This is an optimization exercise on Yosys and OpenROAD, whose aim is small area, a short achievable clock period and few clock cycles, not a production implementation. In this exercise RTL edits were held to simulation tests only and were not proved equivalent to the original. Power figures rest on the tool's default switching activity, not on a simulated workload.

## neuron_state_mem
module neuron_state_mem #(
    parameter int DATA_W = 32,
    parameter int DEPTH  = 64,
    parameter int ADDR_W = $clog2(DEPTH)
) (
    input  logic              clk,
    input  logic              reset,
    input  logic              init_start,
    input  logic [DATA_W-1:0] init_value,
    output logic              init_busy,
    output logic              ready,
    input  logic              rd_en,
    input  logic [ADDR_W-1:0] rd_addr,
    output logic [DATA_W-1:0] rd_data,
    output logic              rd_valid,
    input  logic              wr_en,
    input  logic [ADDR_W-1:0] wr_addr,
    input  logic [DATA_W-1:0] wr_data
);
Size: roughly 4700 cells after synthesis, roughly 2200 flip-flops, about 0.081 mm2 of cells after synthesis.
Settings: LEC_CHECK=0, CAP_MARGIN=20, CORE_MARGIN=2, CORE_UTILIZATION=55, CTS_CLUSTER_DIAMETER=100, CTS_CLUSTER_SIZE=30, SETUP_SLACK_MARGIN=2.4, SLEW_MARGIN=20, SYNTH_HIERARCHICAL=1, TNS_END_PERCENT=5; clock period 4.5 ns.
standard.sh (not shown) runs the stock make flow with config.mk's settings and CLKGATE_MAP_FILE= SYNTH_SCRIPT=/design/flow/synth_recipe.tcl, a recipe that flattens the netlist after the stock synthesis.
==> flow/flow/run.sh <==
#!/bin/bash
# Standard layout, with the port buffers made from plain buffers instead of delay cells.
set -euo pipefail
export BUFFER_PORTS_ARGS="-buffer_cell sky130_fd_sc_hd__buf_4"
bash standard.sh finish > standard_finish.log 2>&1
Testbench counts at the start, summed over its fixed seeds: cycles 6,955.
Then changed:
--- a/flow/config.mk
+++ b/flow/config.mk
@@ -10,4 +10,4 @@
 export CORE_UTILIZATION = 55
-export CTS_CLUSTER_DIAMETER = 100
-export CTS_CLUSTER_SIZE = 30
+export CTS_CLUSTER_DIAMETER = 80
+export CTS_CLUSTER_SIZE = 22
 export SETUP_SLACK_MARGIN = 2.4
Effect: The new run completed without violations; core utilization grows by 0.81 points; critical path depth shrinks by 1; area after synthesis stays the same; design area grows by about 1.3%.
Then changed:
--- a/flow/config.mk
+++ b/flow/config.mk
@@ -9,5 +9,5 @@
 export CORE_MARGIN = 2
-export CORE_UTILIZATION = 55
-export CTS_CLUSTER_DIAMETER = 80
-export CTS_CLUSTER_SIZE = 22
+export CORE_UTILIZATION = 48
+export CTS_CLUSTER_DIAMETER = 120
+export CTS_CLUSTER_SIZE = 26
 export SETUP_SLACK_MARGIN = 2.4
The new run completed with no timing, DRC or antenna violations.
First-iteration DRC count grows by a few percent.
Sequential power stays flat.
Sequential share of layout area came out higher by 0.61 points.
Cell area fell slightly.
Register-to-register slack got worse by 0.10 ns.
Clock-buffer cell count falls by 46.
Power decreases by a few percent.
Setup slack degrades by 0.084 ns.


neuron_state_mem again, from the RTL that the note above started with.
Settings: LEC_CHECK=0, CAP_MARGIN=20, CORE_MARGIN=2, CORE_UTILIZATION=55, CTS_CLUSTER_DIAMETER=120, CTS_CLUSTER_SIZE=26, SETUP_SLACK_MARGIN=2.4, SLEW_MARGIN=20, SYNTH_HIERARCHICAL=1, TNS_END_PERCENT=100; clock period 4.5 ns.
Scripts as last shown in full above: flow/flow/run.sh
Testbench counts at the start, summed over its fixed seeds: cycles 6,955.
Edit:
- TNS_END_PERCENT: 100 -> 2
After rerunning:
- final area came out lower by 0.49%
- setup slack degrades by 0.052 ns
- clock skew is lower by 0.016 ns
- power barely changes
- clock-buffer cell count fell by 1
- sequential share of layout area grows by 0.35 points
- wire length is lower by 0.86%
Edit:
- CORE_UTILIZATION: 55 -> 60
- PLACE_DENSITY: unset -> 0.66
- TNS_END_PERCENT: 2 -> 5
The new run produced a clean layout.
Hold slack gets worse by 0.029 ns.
Sequential power is about the same.
Register-to-register slack improved by 0.09 ns.
Maximum frequency came out higher by 2.4%.
Final area hardly moves.
Routed wire length came out lower by 1.7%.
Area after synthesis does not change.
Synthesized cell count stays the same.
Edit:
- ABC_CLOCK_PERIOD_IN_PS: unset -> 1200
- CORE_UTILIZATION: 60 -> 55
- PLACE_DENSITY: 0.66 -> unset
Worst hold slack is worse by 0.038 ns.
Setup slack gets better by 0.028 ns.
Utilization came out lower by 5.5 points.
Routed wire length rose by a few percent.
Clock power stays flat.
Clock skew is higher by 0.0051 ns.
Edit:
- ABC_CLOCK_PERIOD_IN_PS: 1200 -> unset
- SETUP_SLACK_MARGIN: 2.4 -> 2.7
Wire length stays flat.
Sequential power stays flat.
Hold slack gets better by 0.052 ns.
Sequential share of layout area goes down by 0.34 points.
Global-route usage rises by 0.41 points.
Core utilization goes up by 0.30 points.
Edit:
- SETUP_SLACK_MARGIN: 2.7 -> 2.3
- TNS_END_PERCENT: 5 -> 10
Effect: Non-clock buffer count falls by 17; total power is about the same; via count stays flat; worst setup slack loses 0.023 ns; routed wire length climbs by 0.58%; synthesized area stays the same; clock-buffer cell count stays the same.

afterwards: timing with drivers on the ports:
In the flow no input, the clock included, has a driving cell. The finished layouts below were timed again as built, in two steps. Step 1 (the two cells are an assumption about what drives the block):
set clk [get_ports {clk}]
set_driving_cell -lib_cell sky130_fd_sc_hd__clkbuf_16 $clk
set_driving_cell -lib_cell sky130_fd_sc_hd__buf_2 [delete_from_list [all_inputs] $clk]
Step 2 moves the port delays by t, midway between the first and last clock arrival at a register: inputs arrive t later, outputs are due t later. That takes back most of the time a late clock gives input paths. Slacks: no drivers / after step 1 / after step 2; pairs: no drivers / after step 1.
run | t (ns) | slack for setup (ns) | worst setup path after step 2 | pins driven straight from the clock port
the first run of note 1 | 0.818 | 2.118 / 1.925 / 1.107 | input to register | 1
the second run of note 1 | 0.863 | 2.128 / 1.996 / 1.132 | input to register | 1
the third run of note 1 | 0.837 | 2.045 / 1.875 / 1.038 | input to register | 1
the first run of note 2 | 0.841 | 2.115 / 1.980 / 1.139 | input to register | 1
the second run of note 2 | 0.823 | 2.063 / 1.936 / 1.113 | input to register | 1
the third run of note 2 | 0.824 | 2.120 / 1.957 / 1.133 | input to register | 1
the fourth run of note 2 | 0.841 | 2.148 / 1.937 / 1.096 | input to register | 1
the fifth run of note 2 | 0.833 | 2.079 / 1.856 / 1.022 | input to register | 1
the sixth run of note 2 | 0.833 | 2.055 / 1.841 / 1.009 | input to register | 1
After both steps every run listed still meets setup and hold. For the fifth run of note 2, which loses most, drivers alone change the setup slack by -0.223 ns; drivers and shift together by -1.057 ns.
